What follows belongs to an exercise in optimizing a design on an open flow for small area and a short achievable clock period; a production flow would make more cautious choices.
Where RTL was checked, it was by simulation tests only, not by an equivalence proof against the original.
Power is estimated from default activity; no workload was simulated.

== exp/tundra ==
Design usb_device, start of the top module:
module usb_device #(
   parameter int EP_DEPTH = 64             
) (
   input  logic              clk,
   input  logic              rst,
   input  logic              usb_reset,    
   input  logic              rx_valid,     
   input  logic              rx_active,    
   input  logic [7:0]        rx_data,
   output logic              tx_valid,     
   output logic [7:0]        tx_data,
   input  logic              tx_ready,
   input  logic              cfg_req,
   input  logic [1:0]        cfg_op,
   input  logic              cfg_ep,
   input  logic [6:0]        cfg_data,
   output logic              cfg_ack,
   input  logic              ep0_out_rd,
   output logic [7:0]        ep0_out_dout,
   output logic              ep0_out_empty,
   input  logic              ep0_in_wr,
   input  logic [7:0]        ep0_in_din,
   output logic              ep0_in_full,
   input  logic              ep1_in_wr,
   input  logic [7:0]        ep1_in_din,
   output logic              ep1_in_full
);
   logic [6:0] dev_addr;
   logic [1:0] stall;
   logic       ep0o_full;
   logic       ep0o_wr;
   logic       ep0o_commit;
   logic       ep0o_abort;
   logic [7:0] ep0o_din;
   logic [1:0] epi_empty;
   logic [7:0] epi_q0;
   logic [7:0] epi_q1;
   logic [1:0] epi_rd;
  ...
Size: about 4,200 cells after synthesis, ~66,000 sq um of cells after synthesis.
Settings: LEC_CHECK=0, CAP_MARGIN=20, CORE_MARGIN=2, CORE_UTILIZATION=50, CTS_CLUSTER_DIAMETER=120, CTS_CLUSTER_SIZE=30, PLACE_DENSITY=0.65, SETUP_SLACK_MARGIN=2.05, SLEW_MARGIN=20; clock period 4.2 ns.
run.sh (not shown) runs the stock make flow with config.mk's settings and CLKGATE_MAP_FILE= SYNTH_SCRIPT=/design/flow/synth_recipe.tcl, a recipe that flattens the netlist after the stock synthesis.
exp/tundra has completed all stages; timing, DRC and antenna checks passed.
diff inputs: exp/tundra => exp/indigo
Settings: a change of SETUP_SLACK_MARGIN from 2.05 to 2.0; a deleted PLACE_DENSITY that had been 0.65; a change of CORE_UTILIZATION from 50 to 40.
==> run notes <==
- Every stage of the flow completed for exp/tundra, and the final layout passed the timing, design-rule and antenna checks.
- exp/indigo ran to completion and came out clean on the timing, design-rule and antenna checks.
- Per the comparison of exp/indigo with exp/tundra, setup slack of the most critical reg-to-reg path has remained practically unchanged; synthesis-to-finish area growth has increased; clock skew has increased.
- Relative to exp/tundra, the die span in x measured on exp/indigo has increased by more than 10%.
- Of exp/tundra and exp/indigo, the lower portion of the clock cycle consumed by the worst path in the final layout belongs to exp/tundra.
#### Input delta (exp/zinc over exp/indigo)
Settings: swapping 40 for 50 in CORE_UTILIZATION; putting PLACE_DENSITY at 0.65 where nothing was set.
Notes after the runs:
- Of the two values seen for launching instance or port of the critical path, usb_sie_i.st[6] was produced by exp/indigo and tx_ready by exp/zinc.
- Global-route track usage on met1: exp/zinc higher than exp/indigo
- Looking at cell with the biggest individual delay on the critical path, the dfxtp_4 result is from exp/indigo; the or4_4 one comes from exp/zinc.
- The lower maximum frequency came out of exp/indigo.
- exp/zinc ended up with fewer standard cells than exp/indigo.
#### Input delta (exp/fjord over exp/zinc)
Settings: setting CELL_PAD_IN_SITES_GLOBAL_PLACEMENT to 0 for the first time.
==> comparison <==
Per the final summary, exp/fjord finished and its layout is clean on timing, DRC and antenna. exp/zinc -> exp/fjord: count of inverters other than clock inverters in the layout delta 0, exact match. From exp/zinc to exp/fjord, area after synthesis did not move at all. Design area came out exactly the same in exp/fjord and exp/zinc. met1 routed wirelength after detailed routing of exp/fjord is on par with exp/zinc. Reported for exp/fjord and exp/zinc, mean cell area of the mapped netlist turned out identical to the last digit. From exp/zinc to exp/fjord, met2 usage did not move at all.

========
Starting RTL as in the previous note.
make LEC_CHECK=0 CAP_MARGIN=20 CORE_MARGIN=2 CORE_UTILIZATION=50 CTS_CLUSTER_DIAMETER=100 CTS_CLUSTER_SIZE=24 PLACE_DENSITY=0.65 SETUP_SLACK_MARGIN=2.0 SLEW_MARGIN=20 finish   # period 4.2 ns
The first run ran to the end with no violations.
Rerun with:
Settings changed: CORE_UTILIZATION 50 to 40, CTS_CLUSTER_DIAMETER 100 to 120, CTS_CLUSTER_SIZE 24 to 30, PLACE_DENSITY 0.65 to default, TNS_END_PERCENT from default to 20.
Outcome:
- register-to-register slack degrades by 0.09 ns
- worst hold slack improves by 0.0050 ns
- die area rose by a quarter to a third
- count of clock-buffer cells in the layout fell by 19
- worst setup slack degrades by 0.10 ns
- first-iteration DRC count fell by roughly a tenth
Rerun with:
Settings changed: CTS_CLUSTER_DIAMETER 120 to default, CTS_CLUSTER_SIZE 30 to default, TNS_END_PERCENT 20 to default.
Synthesized cell count does not change.
Sequential share of layout area drops by 3.9 points.
Fmax increases by a few percent.
Die area is unchanged.
Power grows by a quarter to a third.
Final cell count goes up by a few percent.
Critical path depth came out lower by 1.
Worst setup slack improved by 0.11 ns.
Clock power went up by well over a third.
Via count increases slightly.
Rerun with:
Settings changed: CORE_UTILIZATION 40 to 55, CTS_CLUSTER_DIAMETER from default to 120, CTS_CLUSTER_SIZE from default to 30, PLACE_DENSITY from default to 0.68.
What happened: Routed wire length decreases by a few percent; clock-buffer cell count decreases by 110; power decreases by about a fifth; sequential power stays flat; critical path depth is unchanged; area after synthesis stays the same; design area decreases by a few percent; sequential cell count stays the same; register-to-register slack barely changes; worst setup slack is worse by 0.074 ns.

========
## before
Another version of the RTL of usb_device (not shown whole).
Size: about 1700 flip-flops, about 65 I/O pins, ~65000 um2 of cells after synthesis.
Settings: LEC_CHECK=0, CAP_MARGIN=20, CORE_MARGIN=2, CORE_UTILIZATION=65, PLACE_DENSITY=0.75, SETUP_SLACK_MARGIN=2.0, SLEW_MARGIN=20; clock period 4.2 ns.
#### Input delta (after over before)
Settings: CORE_UTILIZATION changed from 65 to 40; PLACE_DENSITY removed (was 0.75).
Notes after the runs:
before -> after: total placed instance area increased slightly. after: multi-input gate share of the layout cell area is 0.34 points lower than what before reported. Compared with before, after shows a net switching share of the total power that is 1.1 points higher.
No run of this note included a check of the RTL's function; only the layout flow was run.

========
usb_device, a different RTL version from the one above (not shown whole).
Size: ~4100 cells after synthesis, ~1700 flip-flops, about 65 I/O pins, about 65000 sq um of cells after synthesis.
clock: 4.2 ns
lec_check: 0
cap_margin: 20
core_margin: 2
core_utilization: 40
setup_slack_margin: 2.0
slew_margin: 20
The starting point finished clean.
==> next run, changes <==
SETUP_SLACK_MARGIN = default   (was 2.0)
Result:
- clock-buffer cell count is lower by 12
- clock power stays flat
- first-iteration DRC count is higher by 2.7%
- worst setup slack got worse by 0.93 ns
- worst hold slack improved by 0.0033 ns
- cell area is lower by 10%
- non-clock buffer count is lower by 227

## static timing again, ports no longer ideal
The results above use ideal ports. As a check the final layouts listed here were re-extracted and re-timed, cells and wires unchanged. Step 1: set_driving_cell puts a clkbuf_16 on clk and a buf_2 on each other input, an assumption about the parent block. Step 2 adds t to the input delays and takes it off the output delays; t is the mean of the earliest and latest rising clock arrival at the registers after step 1. Input paths then give back, and output paths get back, about the clock's delay inside the block. a / b / c = no drivers / after step 1 / after step 2; a / b = the first two.
| run | shift t [ns] | setup slack, ns | worst setup path at the end | clock arrival spread, ns | worst register clock-pin slew, ns |
|---|---|---|---|---|---|
| exp/tundra | 0.798 | 1.986 / 1.916 / 1.222 | input to register | 0.050 / 0.050 | 0.12 / 0.12 |
| exp/indigo | 0.784 | 1.976 / 1.942 / 1.157 | input to register | 0.082 / 0.083 | 0.12 / 0.12 |
| exp/zinc | 0.778 | 1.995 / 1.964 / 1.254 | input to register | 0.057 / 0.057 | 0.12 / 0.12 |
| exp/fjord | 0.778 | 1.995 / 1.964 / 1.254 | input to register | 0.057 / 0.057 | 0.12 / 0.12 |
| the first run of note 2 | 0.794 | 1.974 / 1.958 / 1.230 | input to register | 0.050 / 0.050 | 0.10 / 0.10 |
| the second run of note 2 | 0.774 | 1.873 / 1.877 / 1.136 | input to register | 0.067 / 0.067 | 0.12 / 0.12 |
| the third run of note 2 | 0.865 | 1.983 / 1.891 / 1.025 | input to register | 0.067 / 0.067 | 0.07 / 0.07 |
| the fourth run of note 2 | 0.772 | 1.909 / 1.968 / 1.196 | input to register | 0.042 / 0.041 | 0.12 / 0.12 |
| before | 0.843 | 1.488 / 1.488 / 1.163 | input to register | 0.033 / 0.033 | 0.07 / 0.07 |
| after | 0.893 | 1.661 / 1.661 / 1.089 | input to register | 0.080 / 0.080 | 0.06 / 0.06 |
| the first run of note 4 | 0.883 | 1.156 / 1.156 / 0.862 | input to register | 0.095 / 0.095 | 0.07 / 0.07 |
| the second run of note 4 | 0.883 | 0.229 / 0.229 / 0.219 | input to register | 0.064 / 0.063 | 0.07 / 0.07 |
After both steps setup and hold are still met in every run listed. The setup slack of the third run of note 2, which loses most, moves by -0.092 ns with the drivers and by -0.958 ns with both steps.
